What follows belongs to an exercise in optimizing a design on an open flow for small area; a production flow would make more cautious choices. Only simulation tests tie the RTL to the original design; equivalence was not proved. Power figures rest on the tool's default switching activity, not on a simulated workload.

==> v30 <==
// decode_top
module decode_top (
    input  logic        clk,
    input  logic        arst_n,
    input  logic        fetch_valid,
    input  logic [31:0] fetch_instr,
    input  logic [31:0] fetch_pc,
    input  logic [31:0] fetch_pc_plus4,
    input  logic [4:0]  wb_rd,
    input  logic [31:0] wb_result,
    input  logic        wb_reg_write,
    output logic        dec_valid,
    output logic        dec_reg_write,
    output logic        dec_mem_write,
    output logic        dec_mem_read,
    output logic        dec_branch,
    output logic        dec_jump,
    output logic        dec_alu_src,
    output logic [3:0]  dec_alu_op,
    output logic [1:0]  dec_result_src,
    output logic        dec_csr_op,
    output logic [31:0] dec_pc,
    output logic [31:0] dec_pc_plus4,
    output logic [4:0]  dec_rs1,
    output logic [4:0]  dec_rs2,
    output logic [4:0]  dec_rd,
    output logic [31:0] dec_rd1,
    output logic [31:0] dec_rd2,
    output logic [31:0] dec_imm_ext,
    output logic [31:0] dec_csr_rdata,
    output logic [31:0] status,
    output logic [31:0] result_bytes
);
    logic [13:0] dec_ctrl;
    instr_decode u_instr_decode (
        .clk            (clk),
        .arst_n         (arst_n),
        .fetch_valid    (fetch_valid),
        .fetch_instr    (fetch_instr),
        .fetch_pc       (fetch_pc),
        .fetch_pc_plus4 (fetch_pc_plus4),
        .wb_rd          (wb_rd),
        .wb_result      (wb_result),
        .wb_reg_write   (wb_reg_write),
        .dec_ctrl       (dec_ctrl),
        .dec_pc         (dec_pc),
        .dec_pc_plus4   (dec_pc_plus4),
        .dec_rs1        (dec_rs1),
        .dec_rs2        (dec_rs2),
        .dec_rd         (dec_rd),
        .dec_rd1        (dec_rd1),
        .dec_rd2        (dec_rd2),
        .dec_imm_ext    (dec_imm_ext),
        .dec_csr_rdata  (dec_csr_rdata),
        .status         (status),
        .result_bytes   (result_bytes)
    );
  ...
==> module rf_rdec, before the edit <==
module rf_rdec (
    input  logic [4:0]  a,
    input  logic        wb_en,
    input  logic [4:0]  wb_rd,
    output logic [31:1] sel,
    output logic        fwd
);
    always_comb begin
        fwd = wb_en && wb_rd == a && a != 5'd0;
        for (int i = 1; i < 32; i++) sel[i] = (a == 5'(i));
    end
endmodule
==> module rf_read_bit, before the edit <==
module rf_read_bit (
    input  logic [31:1] q,
    input  logic [31:1] sel,
    input  logic        w,
    input  logic        fwd,
    output logic        rd
);
    logic [10:0] n;
    for (genvar k = 0; k < 10; k++) begin : g_grp
        rf_aoi222 u_aoi (
            .a0 (q[3*k+1]), .b0 (sel[3*k+1]),
            .a1 (q[3*k+2]), .b1 (sel[3*k+2]),
            .a2 (q[3*k+3]), .b2 (sel[3*k+3]),
            .y  (n[k])
        );
    end
    assign n[10] = ~(q[31] & sel[31]);
    assign rd = fwd ? w : ~(&n);
endmodule
==> flow/config.mk <==
export PLATFORM = sky130hd
export DESIGN_NAME = decode_top
export DESIGN_NICKNAME = decode_top
export VERILOG_FILES = /design/flow/design.v
export SDC_FILE = /design/flow/constraint.sdc
export NUM_CORES = 4
export LEC_CHECK = 0
export CAP_MARGIN = 20
export CORE_MARGIN = 2
export CORE_UTILIZATION = 45
export CTS_BUF_LIST = sky130_fd_sc_hd__clkbuf_8
export CTS_CLUSTER_DIAMETER = 45
export CTS_CLUSTER_SIZE = 14
export GPL_TIMING_DRIVEN = 0
export SETUP_SLACK_MARGIN = 0.1
export SLEW_MARGIN = 20
export SYNTH_HIERARCHICAL = 1
==> flow/constraint.sdc <==
create_clock -name core_clock -period 4.0 [get_ports {clk}]
set_input_delay 0.8000 -clock core_clock [delete_from_list [all_inputs] [get_ports {clk}]]
set_output_delay 0.8000 -clock core_clock [all_outputs]
set_load 0.01 [all_outputs]
standard.sh (not shown) runs the stock make flow with config.mk's settings and CLKGATE_MAP_FILE= SYNTH_SCRIPT=/design/flow/synth_recipe.tcl, a recipe that flattens the netlist after the stock synthesis.
==> flow/flow/run.sh <==
#!/bin/bash
# The standard layout, with the smallest buffer on the ports, and the buffers
# that synthesis inserted removed at floorplan (placement repairs drive again).
export BUFFER_PORTS_ARGS="-buffer_cell sky130_fd_sc_hd__buf_1"
export REMOVE_ABC_BUFFERS=1
bash standard.sh > standard.log 2>&1
==> v15 (differences from v30) <==
--- a/flow/design.v
+++ b/flow/design.v
@@ -350,5 +350,5 @@
     always_comb begin
         fwd = wb_en && wb_rd == a && a != 5'd0;
-        for (int i = 1; i < 32; i++) sel[i] = (a == 5'(i));
+        for (int i = 1; i < 32; i++) sel[i] = !fwd && a == 5'(i);
     end
 endmodule
@@ -396,6 +396,6 @@
         );
     end
-    assign n[10] = ~(q[31] & sel[31]);
-    assign rd = fwd ? w : ~(&n);
+    assign n[10] = ~((q[31] & sel[31]) | (w & fwd));
+    assign rd = ~(&n);
 endmodule
 module rf_aoi222 (
--- a/flow/config.mk
+++ b/flow/config.mk
@@ -13,5 +13,4 @@
 export CTS_CLUSTER_SIZE = 14
 export GPL_TIMING_DRIVEN = 0
-export SETUP_SLACK_MARGIN = 0.1
 export SLEW_MARGIN = 20
 export SYNTH_HIERARCHICAL = 1
==> run_summary.xml <==
<?xml version="1.0" encoding="UTF-8"?>
<metrics>
  <group name="status">
    <metric name="status" unit="">failed layout checks</metric>
    <metric name="failed_checks" unit="">negative setup slack</metric>
  </group>
  <group name="global_routing">
    <metric name="grt_use_met1" unit="%">46.5</metric>
  </group>
  <group name="power">
    <metric name="clk-power" unit="mW">11.0</metric>
  </group>
  <group name="floorplanning">
    <metric name="chipWidth" unit="microns">349</metric>
  </group>
  <group name="detailed_routing">
    <metric name="detailroute.wirelength.met2" unit="microns">93000</metric>
  </group>
  <group name="finish">
    <metric name="regArea" unit="sq um">27600</metric>
  </group>
  <group name="sta">
    <metric name="setup_viol" unit="">3</metric>
    <metric name="finalWorstSetupSlack" unit="ns">-0.0555</metric>
  </group>
  <group name="worst_setup_path">
    <metric name="reg2regPathDepth" unit="">5</metric>
    <metric name="r2r-start" unit="">u_instr_decode.dec_imm_ext[5]$_DFF_P_</metric>
  </group>
</metrics>
That was v15.
==> run_summary.xml <==
<?xml version="1.0" encoding="UTF-8"?>
<metrics>
  <group name="finish">
    <metric name="final_nets" unit="">5105</metric>
    <metric name="regArea" unit="sq um">27600</metric>
    <metric name="num-nonclk-inverters" unit="">144</metric>
    <metric name="share_of_final_layout_cell_area_taken_by_clock_buffers_and_inverters" unit="%">5.53</metric>
  </group>
  <group name="worst_hold_path">
    <metric name="timing.hold.worst_endpoint" unit="">u_instr_decode.dec_pc[1]$_DFF_P_</metric>
  </group>
  <group name="worst_setup_path">
    <metric name="r2r-start" unit="">u_instr_decode.dec_imm_ext[4]$_DFF_P_</metric>
    <metric name="reg2regPathDepth" unit="">21</metric>
  </group>
  <group name="global_routing">
    <metric name="grt_use_met1" unit="%">45.7</metric>
  </group>
  <group name="sta">
    <metric name="maxSlewViolCount" unit="">0</metric>
    <metric name="setup_viol" unit="">0</metric>
    <metric name="finalWorstSetupSlack" unit="ns">0.0162</metric>
  </group>
  <group name="placement">
    <metric name="dp.final_hpwl" unit="microns">153000</metric>
  </group>
  <group name="detailed_routing">
    <metric name="detailroute.wirelength.met2" unit="microns">97200</metric>
    <metric name="route.vias.total" unit="">48500</metric>
  </group>
  <group name="clocking">
    <metric name="clock_tree_from_tritoncts" unit="">done</metric>
  </group>
  <group name="floorplanning">
    <metric name="chipWidth" unit="microns">348</metric>
  </group>
  <group name="power">
    <metric name="clk-power" unit="mW">10.8</metric>
  </group>
  <group name="status">
    <metric name="status" unit="">no timing/DRC/antenna violations</metric>
  </group>
</metrics>
That was v30.

-- what the ideal ports hide --
The flow's constraints put no driver on any port. The routed layouts listed below were extracted and timed again, unchanged, in two steps. Step 1 assumes that a clkbuf_16 drives the clock port and a buf_2 every other input. Step 2, shift: input delay + t, output delay - t, t = (earliest + latest rising clock arrival at the registers) / 2. This alone moves slack from input paths to output paths. Three values: ideal, step 1, step 2; two values: the first two.
| run | t, ns | slack for setup (ns) | slew at the worst register clock pin (ns) |
|---|---|---|---|
| v30 | 0.947 | 0.016 / -0.053 / -0.799 | 0.10 / 0.10 |
| v15 | 0.957 | -0.056 / -0.051 / -1.007 | 0.10 / 0.10 |
Met with ideal ports but missed after step 2: setup timing in v30. The setup slack of v15, which loses most, moves by +0.005 ns with the drivers and by -0.951 ns with both steps.
